Source: an optimization exercise on an open RTL-to-GDS flow (aim: small area and a short achievable clock period). Production flows keep margins and buffers that such runs may drop.
Power figures rest on the tool's default switching activity, not on a simulated workload.

==> inputs of v15 <==
==> flow/design.v (excerpt) <==
module letter_tx_queue #(
    parameter int unsigned WIDTH        = 5,
    parameter int unsigned DEPTH        = 1000,
    parameter int unsigned OVERWRITE    = 0,
    parameter int unsigned BUSY_TIMEOUT = 1000
) (
    input  logic                       clk_in,
    input  logic                       rst_in,
    input  logic                       flush_in,
    input  logic                       data_valid_in,
    input  logic [WIDTH-1:0]           data_in,
    input  logic                       tx_busy_in,
    output logic                       tx_valid_out,
    output logic [WIDTH-1:0]           tx_data_out,
    output logic                       full_out,
    output logic                       empty_out,
    output logic [$clog2(DEPTH+1)-1:0] count_out,
    output logic                       overflow_out,
    output logic                       timeout_out
);
export LEC_CHECK = 0
export ABC_CLOCK_PERIOD_IN_PS = 2800
export CAP_MARGIN = 20
export CORE_MARGIN = 2
export CORE_UTILIZATION = 55
export SETUP_SLACK_MARGIN = 3.0
export SLEW_MARGIN = 20
export SYNTH_MEMORY_MAX_BITS = 8192
create_clock -name core_clock -period 5.8 [get_ports {clk_in}]
run.sh (not shown) runs the stock make flow with config.mk's settings and CLKGATE_MAP_FILE= SYNTH_SCRIPT=/design/flow/synth_recipe.tcl, a recipe that flattens the netlist after the stock synthesis.
==> inputs of v36, as changes to v15 <==
==> flow/design.v (replaced) <==
module letter_tx_queue #(
    parameter int unsigned WIDTH        = 5,
    parameter int unsigned DEPTH        = 1000,
    parameter int unsigned OVERWRITE    = 0,
    parameter int unsigned BUSY_TIMEOUT = 1000
) (
    input  logic                       clk_in,
    input  logic                       rst_in,
    input  logic                       flush_in,
    input  logic                       data_valid_in,
    input  logic [WIDTH-1:0]           data_in,
    input  logic                       tx_busy_in,
    output logic                       tx_valid_out,
    output logic [WIDTH-1:0]           tx_data_out,
    output logic                       full_out,
    output logic                       empty_out,
    output logic [$clog2(DEPTH+1)-1:0] count_out,
    output logic                       overflow_out,
    output logic                       timeout_out
);
    localparam int unsigned CNT_W = $clog2(DEPTH + 1);
    localparam int unsigned TMR_W = $clog2(BUSY_TIMEOUT + 1);
    localparam int unsigned RL    = 20;              
    localparam int unsigned PD    = 5;               
    localparam int unsigned NR    = DEPTH / RL;      
    localparam int unsigned SW    = $clog2(RL);
    localparam int unsigned GW    = (NR > 1) ? $clog2(NR) : 1;
    localparam int unsigned MW    = (PD > 1) ? $clog2(PD) : 1;
    localparam int unsigned NW    = $clog2(PD + 1);
    typedef enum logic [2:0] {IDLE, FETCH, ISSUE, WAIT_BUSY, WAIT_DONE} state_t;
    state_t           state_q, state_next;
    logic [TMR_W-1:0] timer_q;
    logic [CNT_W-1:0] count_next;
    logic             pop_c, push_c, drop_c, timeout_c;
    logic [SW-1:0]    ph_q;                  
    logic [GW-1:0]    wr_g_q;                
    logic [SW-1:0]    wr_s_q;
    logic [GW-1:0]    wp_g_q;                
    logic [GW-1:0]    fp_g_q;                
    logic [SW-1:0]    fp_s_q;
    logic [MW-1:0]    rd_m_q;                
    logic [NW-1:0]    npf_q;                 
    logic [CNT_W-1:0] nf_q;                  
    logic [RL-1:0][WIDTH-1:0] pb_q;          
    logic [RL-1:0]            pv_q;          
    logic [PD-1:0][WIDTH-1:0] pf_q;          
    logic [RL-1:0][NR-1:0][WIDTH-1:0] ring_q;
    logic             we_c, fpend_c, fvis_c, fetch_c;
    logic [WIDTH-1:0] wdata_c, fdata_c;
    logic [MW-1:0]    fp_m_c;
    logic [WIDTH-1:0] tree_c [2**(GW+1)];
    always_comb begin
        for (int i = 0; i < 2**GW; i++)
            tree_c[2**GW + i] = (i < NR) ? ring_q[0][i] : '0;
        for (int l = GW - 1; l >= 0; l--)
            for (int i = 2**l; i < 2**(l+1); i++)
                tree_c[i] = fp_g_q[GW-1-l] ? tree_c[2*i+1] : tree_c[2*i];
    end
    always_comb begin
        state_next = state_q;
        timeout_c  = 1'b0;
        pop_c      = 1'b0;
        count_next = count_out;
        unique case (state_q)
            IDLE:      if (count_out != '0) state_next = FETCH;
            FETCH:     state_next = ISSUE;
            ISSUE: begin
                pop_c      = 1'b1;
                state_next = WAIT_BUSY;
            end
            WAIT_BUSY: begin
                if (tx_busy_in) begin
                    state_next = WAIT_DONE;
                end else if (timer_q >= TMR_W'(BUSY_TIMEOUT - 1)) begin
                    timeout_c  = 1'b1;
                    state_next = IDLE;
                end
            end
            WAIT_DONE: if (!tx_busy_in) state_next = IDLE;
            default:   state_next = IDLE;
        endcase
        push_c = data_valid_in && (!full_out || pop_c);
        drop_c = data_valid_in && full_out && !pop_c;
        if (push_c && !pop_c) count_next = count_out + CNT_W'(1);
        else if (!push_c && pop_c) count_next = count_out - CNT_W'(1);
    end
    always_comb begin
        wdata_c = pb_q[ph_q];
        we_c    = pv_q[ph_q];
    end
    always_comb begin
        fpend_c = pv_q[fp_s_q] && (nf_q <= CNT_W'(RL));
        fvis_c  = ((fp_s_q == SW'(RL - 1)) ? '0 : fp_s_q + SW'(1)) == ph_q;
        fetch_c = (npf_q < NW'(PD)) && (nf_q != '0) && (fpend_c || fvis_c);
        fdata_c = fpend_c ? pb_q[fp_s_q] : tree_c[1];
        fp_m_c  = MW'(fp_s_q % SW'(PD));
    end
    always_ff @(posedge clk_in or negedge rst_in) begin
        if (!rst_in) begin
            state_q      <= IDLE;
            ph_q         <= '0;
            wr_g_q       <= '0;
            wr_s_q       <= '0;
            wp_g_q       <= '0;
            fp_g_q       <= '0;
            fp_s_q       <= '0;
            rd_m_q       <= '0;
            npf_q        <= '0;
            nf_q         <= '0;
            pv_q         <= '0;
            timer_q      <= '0;
            count_out    <= '0;
            full_out     <= 1'b0;
            empty_out    <= 1'b1;
            tx_valid_out <= 1'b0;
            tx_data_out  <= '0;
            overflow_out <= 1'b0;
            timeout_out  <= 1'b0;
        end else begin
            ph_q <= (ph_q == SW'(RL - 1)) ? '0 : ph_q + SW'(1);
            if (flush_in) begin
                state_q      <= IDLE;
                wr_g_q       <= '0;
                wr_s_q       <= '0;
                wp_g_q       <= '0;
                fp_g_q       <= '0;
                fp_s_q       <= '0;
                rd_m_q       <= '0;
                npf_q        <= '0;
                nf_q         <= '0;
                pv_q         <= '0;
                timer_q      <= '0;
                count_out    <= '0;
                full_out     <= 1'b0;
                empty_out    <= 1'b1;
                tx_valid_out <= 1'b0;
                overflow_out <= 1'b0;
                timeout_out  <= 1'b0;
            end else begin
                state_q <= state_next;
                for (int k = 0; k < RL; k++) begin
                    if (push_c && wr_s_q == SW'(k)) pv_q[k] <= 1'b1;
                    else if (we_c && ph_q == SW'(k)) pv_q[k] <= 1'b0;
                end
                if (we_c && ph_q == SW'(RL - 1))
                    wp_g_q <= (wp_g_q == GW'(NR - 1)) ? '0 : wp_g_q + GW'(1);
                if (push_c) begin
                    if (wr_s_q == SW'(RL - 1)) begin
                        wr_s_q <= '0;
                        wr_g_q <= (wr_g_q == GW'(NR - 1)) ? '0 : wr_g_q + GW'(1);
                    end else begin
                        wr_s_q <= wr_s_q + SW'(1);
                    end
                end
                if (fetch_c) begin
                    if (fp_s_q == SW'(RL - 1)) begin
                        fp_s_q <= '0;
                        fp_g_q <= (fp_g_q == GW'(NR - 1)) ? '0 : fp_g_q + GW'(1);
                    end else begin
                        fp_s_q <= fp_s_q + SW'(1);
                    end
                end
                if (pop_c) rd_m_q <= (rd_m_q == MW'(PD - 1)) ? '0 : rd_m_q + MW'(1);
                npf_q <= npf_q + NW'(fetch_c) - NW'(pop_c);
                nf_q  <= nf_q + CNT_W'(push_c) - CNT_W'(fetch_c);
                timer_q      <= (state_q == ISSUE || state_q == WAIT_BUSY) ? timer_q + TMR_W'(1) : '0;
                count_out    <= count_next;
                full_out     <= (count_next == CNT_W'(DEPTH));
                empty_out    <= (count_next == '0);
                tx_valid_out <= (state_q == FETCH);
                if (state_q == FETCH) tx_data_out <= pf_q[rd_m_q];
                if (drop_c) overflow_out <= 1'b1;
                timeout_out  <= timeout_c;
            end
        end
    end
    always_ff @(posedge clk_in) begin
        for (int k = 0; k < RL; k++)
            if (wr_s_q == SW'(k)) pb_q[k] <= data_in;
        for (int m = 0; m < PD; m++)
            if (fetch_c && fp_m_c == MW'(m)) pf_q[m] <= fdata_c;
    end
    always_ff @(posedge clk_in) begin
        for (int g = 0; g < NR; g++) begin
            ring_q[0][g] <= (we_c && wp_g_q == GW'(g)) ? wdata_c : ring_q[RL-1][g];
            for (int k = 1; k < RL; k++) ring_q[k][g] <= ring_q[k-1][g];
        end
    end
endmodule
--- a/flow/config.mk
+++ b/flow/config.mk
@@ -7,8 +7,10 @@
 export LEC_CHECK = 0
 export ABC_CLOCK_PERIOD_IN_PS = 2800
 export CAP_MARGIN = 20
 export CORE_MARGIN = 2
 export CORE_UTILIZATION = 55
+export CTS_BUF_LIST = sky130_fd_sc_hd__clkbuf_8
+export CTS_CLUSTER_SIZE = 24
 export SETUP_SLACK_MARGIN = 3.0
 export SLEW_MARGIN = 20
 export SYNTH_MEMORY_MAX_BITS = 8192
==> comparison table <==
|  | v36 | v15 |
|---|---|---|
| Run status | complete, but fails checks | finished clean |
| Reasons for failing layout checks | max-capacitance violations, max-slew violations | - |
| Pin count of the biggest net entering global routing | 60 | 58 |
| HPWL reported at the end of detailed placement | 99300 µm | 121000 µm |
| Sequential Area | 0.106 mm² | 0.107 mm² |
| TritonCTS sink count | 5221 | 5258 |
| Cell at the root of the clock tree | sky130_fd_sc_hd__clkbuf_8 | sky130_fd_sc_hd__clkbuf_16 |
| Number of DRC markers after the initial detailed-route iteration | 2637 | 3092 |
| Overall fraction of global-route tracks in use | 16.7% | 18.4% |
| Number of H-tree levels | 6 | 5 |
| Warnings from Yosys | 2 | 1 |
| Final clock period utilization by the worst path | 61.0% | 54.4% |
| Net switching power of the design | 13500 µW | 13400 µW |
| Met2 global-route usage | 24.2% | 27.8% |
| Switching Share | 20.6% | 19.6% |
| Core region area | 0.211 mm² | 0.214 mm² |
No functional check of the RTL was part of any run of this note.

port drivers added, routing unchanged:
In the flow no input, the clock included, has a driving cell. The finished layouts below were timed again as built, in two steps.
Step 1 assumes that a clkbuf_16 drives the clock port and a buf_2 every other input.
Step 2 adds t to the input delays and takes it off the output delays; t is the mean of the earliest and latest rising clock arrival at the registers after step 1. Input paths then give back, and output paths get back, about the clock's delay inside the block.
Three values: ideal ports, drivers, drivers and shift; two values: the first two.
run	shift t [ns]	slack for setup (ns)	worst setup path after step 2
v15	1.051	2.647 / 2.647 / 2.433	input to register
v36	1.120	2.261 / 2.261 / 1.883	input to register
The setup slack of v36, which loses most, moves by 0.000 ns with the drivers and by -0.378 ns with both steps.
